This is an optimization exercise on Yosys and OpenROAD, whose aim is small area and a short achievable clock period, not a production implementation.
Function was checked by simulation only, so behaviour that the tests miss may differ from the original.
Power is estimated from default activity; no workload was simulated.

==> flow/design.v, too long to show whole: its modules and the start of the top module <==
// module worley_field_pipe: 3890 lines
// module wl_fa: 10 lines
// module wl_ha: 9 lines
module worley_field_pipe #(
  parameter int NUM_PTS    = 4,
  parameter int COORD_W    = 10,
  parameter int H_ACTIVE   = 640,
  parameter int V_ACTIVE   = 480,
  parameter int DIST_SHIFT = 8,
  parameter int OUT_W      = 8
) (
  input  logic               clk,
  input  logic               rst_n,
  input  logic               frame_start,
  input  logic               pix_valid,
  input  logic [COORD_W-1:0] x,
  input  logic [COORD_W-1:0] y,
  output logic               noise_valid,
  output logic [OUT_W-1:0]   noise,
  output logic [2:0]         cell_id,
  output logic               busy
);
  // ...
==> flow/run.sh <==
#!/bin/bash
# synth_recipe.tcl (not shown) runs the flow's synth.tcl, then flattens the netlist and writes it again
# the make line also repeats each setting of config.mk as NAME=value (left out here)
make -C /OpenROAD-flow-scripts/flow DESIGN_CONFIG=/design/flow/config.mk WORK_HOME=/design/flow/orfs CLKGATE_MAP_FILE= SYNTH_SCRIPT=/design/flow/synth_recipe.tcl finish
==> flow/config.mk <==
export PLATFORM = sky130hd
export DESIGN_NAME = worley_field_pipe
export DESIGN_NICKNAME = worley_field_pipe
export VERILOG_FILES = /design/flow/design.v
export SDC_FILE = /design/flow/constraint.sdc
export NUM_CORES = 4
export LEC_CHECK = 0
export CAP_MARGIN = 20
export CORE_MARGIN = 2
export CORE_UTILIZATION = 50
export CTS_CLUSTER_DIAMETER = 100
export CTS_CLUSTER_SIZE = 30
export PLACE_DENSITY = 0.75
export SETUP_SLACK_MARGIN = 5.0
export SLEW_MARGIN = 20
export SYNTH_HIERARCHICAL = 1
export SYNTH_MINIMUM_KEEP_SIZE = 0
==> flow/constraint.sdc <==
create_clock -name core_clock -period 8.0 [get_ports {clk}]
set_input_delay 1.6000 -clock core_clock [delete_from_list [all_inputs] [get_ports {clk}]]
set_output_delay 1.6000 -clock core_clock [all_outputs]
set_load 0.01 [all_outputs]
==> run summary, run 1 <==
* EDFF count, synth at 0
* Register bit count reported by yosys at between 400 and 500
* Final setup vio count at 0
* Tap Count at about 750
* Most frequent cells in the layout: and2_1 (364), fa_1 (311), dfxtp_1 (309)
* #MultiIn Comb at 2060
* Fraction of area in multi-input gates at 0.633
* Hold_buf cts at 0
* Clk pwr at 0.00123 W
* Die Wd at 240 µm
* Mapped Cells at 2652
* Synth Area in Adders at 0.356
* Wire length on met3 at 2560 µm
* Syn nets at 3208
* Xor/xnor share of the synthesized area at 0.0662
* Outcome: no timing/DRC/antenna violations
* Crit Path Category: reg2reg
* Pin count of the biggest net entering global routing at 44
* Clk root buf: clkbuf_16
* Clock latency (worst-skew pair) at approximately 0.56 ns
* Tmin final at 3.01 ns
* Top post-synthesis cells by count: dfxtp_1 (402), and2_1 (369), fa_1 (360)
* Met2 Use GR at 0.391
* # diodes at 0
* Non-clk buf share at 0.0226
* Warnings from Yosys at 9
* Setup TNS at 0 ns
* Share of Yosys cell area claimed by the top area cell type at 0.290
* Instance area at placement at 29000 µm²
* Mean Syn Cell Area at 10.5 µm²
* Global routing's busiest layer: met2
==> run 2, diff against run 1 <==
--- a/flow/config.mk
+++ b/flow/config.mk
@@ -10,7 +10,6 @@
 export CORE_UTILIZATION = 50
 export CTS_CLUSTER_DIAMETER = 100
 export CTS_CLUSTER_SIZE = 30
-export PLACE_DENSITY = 0.75
 export SETUP_SLACK_MARGIN = 5.0
 export SLEW_MARGIN = 20
 export SYNTH_HIERARCHICAL = 1
==> run 2 against run 1 <==
- still clean
- register-to-register slack better by 0.03 ns
- critical path depth is the same
- core utilization grew 0.50 points
- sequential power is essentially flat
- total power barely moved
- non-clock buffer count increased by 39
==> run summary, run 2 <==
* Placement Rows at 86
* Die Wd at 240 µm (unchanged)
* CTS tree: yes
* P&R area growth vs syn at 11.2%
* Clock Tree Buf Depth at 3
* Most common cell after layout, fill and taps aside: and2_1
* Worst endpoint required time at ~8.5 ns
* Nets at 3325
* Layout cells sized above 1 at 0.115
* Arr. time, crit path at 3.44 ns
* Remaining Overflow, GRT at 0
* DRT Wirelength at approximately 66000 µm
* Final hold viol count at 0
* # fillers at 4753
* Crit path top cell by count: fa_1
* Total die area at 57400 µm²
* Top post-synthesis cells by count: dfxtp_1 (402), and2_1 (369), fa_1 (360)
* Ys flop type: dfxtp_1
* Clock Skew at around 0.03 ns
* Hold_buf cts at 0 (unchanged)
* Outcome: no timing/DRC/antenna violations
* Mapped Cells at 2652 (unchanged)
* Setup TNS at 0 ns (unchanged)
* Initial DRC count at 957
* Crit-path slowest cell: fa_1
* Instance area at placement at 29000 µm² (unchanged)
* Reg clk slew, reported paths at 0.11 ns
* Max_cap viols at 0
* Clock share of power at 0.121
* Worst setup margin at ~5 ns
* Internal at 0.00596 W
* Reg with most FFs: px
* Max-slew violation count at 0
* Most frequent cells in the layout: and2_1 (365), fa_1 (315), dfxtp_1 (307)
* Initial Util at 0.505
* Psw at 0.00428 W
* Nature of the critical path endpoint: register
* Pleak at roughly 14 nW
* Min-delay worst type: reg2reg
* Reg-to-Reg Start: ax2[4]
* Worst-margin pin slew at 0.991 ns
* Post-synth ARST share at 0
* Worst-path fanout max at 4
* Core box area at about 55000 µm²
* Initial antenna violation count at 1
* Total global-route track usage at 0.234
* Syn nets at 3208 (unchanged)
* Seq/Total Area, Yosys at 0.290
* Die Y at about 240 µm
* Sw Share at 0.418
* Power after layout at 0.0102 W
* Mean Syn Cell Area at 10.5 µm² (unchanged)
* Sequential share of power at 0.325
* Critical Path Start Type: register
* Share of Yosys cell area claimed by the top area cell type at 0.290 (unchanged)
* Global-route wire length before repair at 105000 µm
* Synth Cell Area at roughly 28000 µm²
* Drt first pass iters at 7
* Top-count cell post-synth: dfxtp_1
* Max H-tree Level at 1
* # IOs at 37
* Crit Path Category: reg2reg
* Routed via count at 18785
* # diodes at 0 (unchanged)
* Yosys cell types at 72
* Synth area leaders: dfxtp_1 (29%), fa_1 (26%), and2_1 (8.3%)
* Total CTS buffers at 20
* Final period utilization at 0.373
* DR WL/cell at 18.8 µm
* Combinational Power Share at 0.553
* Pre-CTS setup slack at 4.69 ns
* Number of global-route vias before repair at between 15000 and 20000
* Crit path from: ax2[4]
* Clock latency (worst-skew pair) at 0.57 ns (about the same)
* Clk root buf: clkbuf_16
* Max reg flops at 40
* Biggest regs: px x40, py x36
* Final setup vio count at 0 (unchanged)
* CP Cell Sequence: and2_4 -> fa_2 -> fa_1 -> fa_2 -> fa_1 -> fa_1
* Design area at 30900 µm²
* Detailed Place HPWL at 52600 µm
* Peak supply drop at 177 µV
* Warnings from Yosys at 9 (unchanged)
* Max incr delay on CP at 0.56 ns
* EDFF count, synth at 0 (unchanged)
* Worst Min Path Start: vld[3]
* Register bit count reported by yosys at 402 (unchanged)
* Tmin final at 2.98 ns (-0.0286 ns)
* Antenna viol nets, final at 0
* Area leader, netlist: dfxtp_1
* Crit path max-delay family: adder cells
* Max-slew headroom at 0.338
* PortBufs at 35
* Placer Congestion at a little under 0.9
* Pin count of the biggest net entering global routing at 44 (unchanged)
* Max Clock Freq at 0.335 GHz
* RSZ-0062 raised after global routing: true
* CTS sink count at 402
* Pwr Density at 332 nW/µm²
* Via-per-instance ratio at roughly 5.3
* DRC viols at 0
* Buffers plus inverters on the worst setup path at 0
-- run 2: cell types whose count changed in the layout (fill, tap and decap cells not counted), sizes merged --
cell and change:
clkinv -1, inv -1, buf +38, clkbuf +1
-- run 2: repair_timing --
action | CTS | global route
endpoints found under the hold margin | 0 | 0
pin swaps | 7 | 37
gates resized for setup | 165 | 98
setup endpoints to repair | 75 | 88
buffers inserted | 42 | 43
-- run 2: final cells by class --
| class | count | area [µm²] | area share |
|---|---|---|---|
| inverters | 163 | 614 | 0.0199 |
| multi-input cells | 2060 | 19300 | 0.626 |
| clock inverters | 9 | 128 | 0.00413 |
| flip-flops and latches | 402 | 8330 | 0.270 |
| repair buffers | 122 | 985 | 0.0319 |
| well taps | 748 | 936 | 0.0303 |
| clock buffers | 23 | 543 | 0.0176 |
-- run 2: modules after synthesis (local to each module, per instance) --
module,flops+latches,cells inside
worley_field_pipe,402,2308
wl_fa,0,1
wl_ha,0,1
-- run 2: worst paths after layout --
| kind | to | slack (ns) | cells past startpoint |
|---|---|---|---|
| max reg2reg | ra2[6] | 5.02 | 6 |
| min | vld[4] | 0.45 | 1 |
| max | ra2[6] | 5.02 | 6 |
| min reg2reg | vld[4] | 0.45 | 1 |
-- run 2: logic make-up (layout without fill, tap and decap cells) --
logic type	count (synthesis)	in the layout	synth area share
compound gates	350	350	0.0841
xor+xnor	210	210	0.0662
fa+ha+maj	583	583	0.356
buf+inv	190	317	0.0259
flops	402	402	0.290
mux	5	5	0.00180
other cells	1	1	0.000135
simple gates	911	911	0.176
-- run 2: metrics by stage --
step                cells   util  hold slack [ns]
detailed placement   3410  0.527            0.423
global placement     3410  0.527            0.424
finish               3527  0.562            0.450
floorplan            2652      -            0.412
CTS                  3484  0.550            0.455
global route         3527  0.562            0.465
-- run 2: routing by layer --
| metal | wire (µm) | up-vias | global-route usage |
|---|---|---|---|
| met1 | 30100 | 9288 | 0.313 |
| li1 | - | 9065 | - |
| met2 | 31500 | 336 | 0.398 |
| met3 | 2460 | 94 | 0.0290 |
| met5 | 13 | - | 0 |
| met4 | 2140 | 2 | 0.0699 |
-- run 2: power by group through the flow --
stage          clock network, W  registers, W  logic (W)
2_1_floorplan                 0       0.00312    0.00393
3_3_place_gp                  0       0.00342    0.00534
3_5_place_dp                  0       0.00342    0.00544
4_1_cts                 0.00130       0.00336    0.00559
5_1_grt                 0.00135       0.00340    0.00646
6_report                0.00124       0.00333    0.00567
==> run 3, diff against run 2 <==
--- a/flow/config.mk
+++ b/flow/config.mk
@@ -7,7 +7,7 @@
 export LEC_CHECK = 0
 export CAP_MARGIN = 20
 export CORE_MARGIN = 2
-export CORE_UTILIZATION = 50
+export CORE_UTILIZATION = 45
 export CTS_CLUSTER_DIAMETER = 100
 export CTS_CLUSTER_SIZE = 30
 export SETUP_SLACK_MARGIN = 5.0
==> run 3 against run 2 <==
- largest power group unchanged
- clock power grew 12%
- hold slack got worse by 0.0047 ns
- largest cell class unchanged
- synthesized area did not move
- fmax shrank 1.2%
- cell area rose by 1.4%
- clock skew about the same
- critical path depth unchanged
- still clean on timing, DRC and antenna
- sequential share of layout area decreased by 0.31 points
- total power grew 3.8%
- global-route usage shrank 1.8 points
- synthesized cell count did not move
- via count rose by 0.72%
==> run summary, run 3 <==
* # fillers at 5438 (+14%)
* Share of Yosys cell area claimed by the top area cell type at 0.290 (unchanged)
* Worst-margin pin slew at 0.976 ns (-0.0151 ns)
* Warnings from Yosys at 9 (unchanged)
* DR WL/cell at 19.1 µm (+1.6%)
* Final setup vio count at 0 (unchanged)
* Clk root buf: clkbuf_16
* R2r worst-path depth at 6 (unchanged)
* Clock Tree Buf Depth at 3 (unchanged)
* Die Y at 252 µm (+5.3%)
* Critical Path Start Type: register
* Biggest regs: px x40, py x36
* R2r setup slk at 4.98 ns (-0.04 ns)
* Layout cells sized above 1 at 0.132 (+0.0167)
* P&R area growth vs syn at 12.8%
* CTS tree: yes
* Max-slew headroom at 0.348 (+0.0101)
* DRC viols at 0 (unchanged)
* Peak supply drop at 175 µV (-0.81%)
* Nets at 3346 (+0.63%)
* Placement Rows at 91 (+5.8%)
* Final period utilization at 0.378 (+0.00465)
* Reg clk slew, reported paths at 0.11 ns (about the same)
* Fin util at 0.510 (-0.0514)
* Syn nets at 3208 (unchanged)
* Tmin final at 3.02 ns (+0.0372 ns)
* Register bit count reported by yosys at 402 (unchanged)
* Clock latency (worst-skew pair) at 0.59 ns (+0.02 ns)
* Reg with most FFs: px
* Initial Util at 0.452 (-0.0525)
* Arr. time, crit path at 3.47 ns (+0.03 ns)
* Die Wd at 252 µm (+5.3%)
* Crit Path Category: reg2reg
* Worst-path fanout max at 9 (+5)
* Hold_buf cts at 0 (unchanged)
* Top-count cell post-synth: dfxtp_1
* PortBufs at 35 (unchanged)
* Max_cap viols at 0 (unchanged)
* Antenna viol nets, final at 0 (unchanged)
* Seq/Total Area, Yosys at 0.290 (unchanged)
* CP Cell Sequence: and2_1 -> fa_2 -> fa_2 -> fa_2 -> fa_1 -> fa_1
* Hold path depth at 1 (unchanged)
* Min-delay worst type: reg2reg
* Core box area at 61400 µm² (+12%)
* Worst Min Path Start: vld[1]
* R2R Path End: ra0[6]
* CTS sink count at 402 (unchanged)
* Crit-path slowest cell: fa_1
* Pwr Density at 340 nW/µm² (+2.3%)
* Nature of the critical path endpoint: register
* Post-synth ARST share at 0 (unchanged)
* Reg-to-Reg Start: ay0[9]
* Hold Path End: vld[2]
* Most frequent cells in the layout: and2_1 (351), dfxtp_1 (313), fa_1 (302)
* Max reg flops at 40 (unchanged)
* Setup TNS at 0 ns (unchanged)
* Max-slew violation count at 0 (unchanged)
* Inst Count DP at 3457 (+1.4%)
* Mapped Cells at 2652 (unchanged)
* Remaining Overflow, GRT at 0 (unchanged)
* Pleak at 13.7 nW (+1.1%)
* Total CTS buffers at 22 (+10%)
* Yosys cell types at 72 (unchanged)
* Max Clock Freq at 0.331 GHz (-1.2%)
* Top post-synthesis cells by count: dfxtp_1 (402), and2_1 (369), fa_1 (360)
* Drt first pass iters at 6 (-1)
* Total global-route track usage at 0.216 (-0.0183)
* Final hold viol count at 0 (unchanged)
* Via-per-instance ratio at 5.26 (-1.2%)
* Outcome: no timing/DRC/antenna violations
* Detailed Place HPWL at 53600 µm (+1.8%)
* RSZ-0062 raised after global routing: true
* # IOs at 37 (unchanged)
* Number of global-route vias before repair at 19791 (+2.5%)
* Synth Cell Area at 27800 µm² (unchanged)
* Max H-tree Level at 1 (unchanged)
* Fin cells at 3596 (+2.0%)
* DRT Wirelength at 68600 µm (+3.6%)
* Worst endpoint required time at 8.45 ns (about the same)
* Crit path top cell by count: fa_2
* Ys flop type: dfxtp_1
* Placer Congestion at 0.902 (+1.2%)
* Area leader, netlist: dfxtp_1
* EDFF count, synth at 0 (unchanged)
* Initial DRC count at 1050 (+9.7%)
* Mean Syn Cell Area at 10.5 µm² (unchanged)
* Power after layout at 0.0106 W (+3.8%)
* Clock Skew at 0.0298 ns (+0.000140 ns)
* Global-route wire length before repair at 109000 µm (+3.3%)
* Pin count of the biggest net entering global routing at 44 (unchanged)
* Max incr delay on CP at 0.53 ns (-0.03 ns)
* FF/Latch Area at 8350 µm² (+0.24%)
* Total die area at 63700 µm² (+11%)
* Most common cell after layout, fill and taps aside: and2_1
* Synth area leaders: dfxtp_1 (29%), fa_1 (26%), and2_1 (8.3%)
* Multi-input logic area at 19400 µm² (+0.26%)
* Routed via count at 18921 (+0.72%)
* # diodes at 0 (unchanged)
* Initial antenna violation count at 1 (unchanged)
-- run 3: cell counts after synthesis --
No cell type changed its count.
-- run 3: cell families after synthesis --
group	Yosys count	synth area share
AND/OR/NAND/NOR	911	0.176
adder cells (fa/ha/maj)	583	0.356
flip-flops	402	0.290
AO/OA/AOI/OAI	350	0.0841
XOR/XNOR	210	0.0662
buffers and inverters	190	0.0259
multiplexers	5	0.00180
other	1	0.000135
-- run 3: worst max-delay path by stage --
| stage | start | end | slack [ns] | depth (start not counted) |
|---|---|---|---|---|
| after global routing | ay2[6] | ra2[6] | 4.94 | 6 |
| after global placement | ay3[7] | ra3[6] | 4.66 | 6 |
| after CTS | ay2[5] | ra2[6] | 4.90 | 6 |
| final | ay0[9] | ra0[6] | 4.98 | 6 |
| after floorplan | ax0[6] | ra0[6] | 5.08 | 6 |
| after detailed placement | ax2[6] | ra2[6] | 4.67 | 6 |
-- run 3: critical path, delay by kind of cell (launching register included) --
kind                     cells  cell delay, ns
flip-flops                   1            0.39
AND/OR/NAND/NOR              1            0.19
adder cells (fa/ha/maj)      5            2.30
-- run 3: metal layers --
| metal | vias to the layer above | GRT usage | share of wire |
|---|---|---|---|
| li1 | 9092 | - | - |
| met1 | 9454 | 0.296 | 0.46 |
| met2 | 306 | 0.370 | 0.48 |
| met3 | 69 | 0.0181 | 0.032 |
| met4 | 0 | 0.0500 | 0.025 |
| met5 | - | 0 | 0 |
-- run 3: per-module statistics from Yosys, one instance, submodules excluded --
module             flops+latches  cells
wl_fa                          0      1
wl_ha                          0      1
worley_field_pipe            402   2308
-- run 3: layout make-up --
class / instances / share of cell area
timing repair buffer: 141 / 0.0370
tap: 790 / 0.0316
multi-input combinational: 2060 / 0.619
clock buffer: 24 / 0.0185
clock inverter: 16 / 0.00731
sequential: 402 / 0.267
inverter: 163 / 0.0195
-- run 3: power by group --
part           leakage (nW)  internal, W  switching (W)  total, W
Sequential             3.38      0.00273       0.000604   0.00334
Clock                 0.390     0.000609       0.000779   0.00139
Combinational          9.95      0.00282        0.00309   0.00591
-- run 3: per-stage QoR --
stage | instance area (µm²) | worst slack, ns | hold slack [ns]
3_5_place_dp | 29100 | 4.67 | 0.423
6_report | 31300 | 4.98 | 0.446
4_1_cts | 30500 | 4.90 | 0.450
3_3_place_gp | 29100 | 4.66 | 0.418
5_1_grt | 31300 | 4.94 | 0.475
2_1_floorplan | 27800 | 5.08 | 0.412
-- run 3: what timing repair did --
action | in CTS | in global routing
setup endpoints to repair | 80 | 89
setup buffers | 43 | 56
pin swaps | 9 | 53
gates resized for setup | 165 | 134
gates cloned | 0 | 0

-- what the ideal ports hide --
Ports are ideal in the flow. The routed layouts listed here were re-timed in OpenROAD.
Step 1, drivers: a clkbuf_16 drives clk and a buf_2 each remaining input, both assumed.
Step 2, shift: input delay + t, output delay - t, t = (earliest + latest rising clock arrival at the registers) / 2. This alone moves slack from input paths to output paths.
a / b / c = no drivers / after step 1 / after step 2; a / b = the first two.
run | t, ns | slack for setup (ns) | worst setup path after step 2 | worst register clock-pin slew, ns | cell pins on the clock port's net
run 1 | 0.608 | 4.987 / 4.987 / 4.848 | input to register | 0.11 / 0.11 | 1
run 2 | 0.623 | 5.015 / 5.015 / 4.860 | input to register | 0.11 / 0.11 | 1
run 3 | 0.623 | 4.978 / 4.978 / 4.833 | input to register | 0.11 / 0.11 | 1
After both steps setup and hold are still met in every run listed. The setup slack of run 2, which loses most, moves by 0.000 ns with the drivers and by -0.155 ns with both steps.
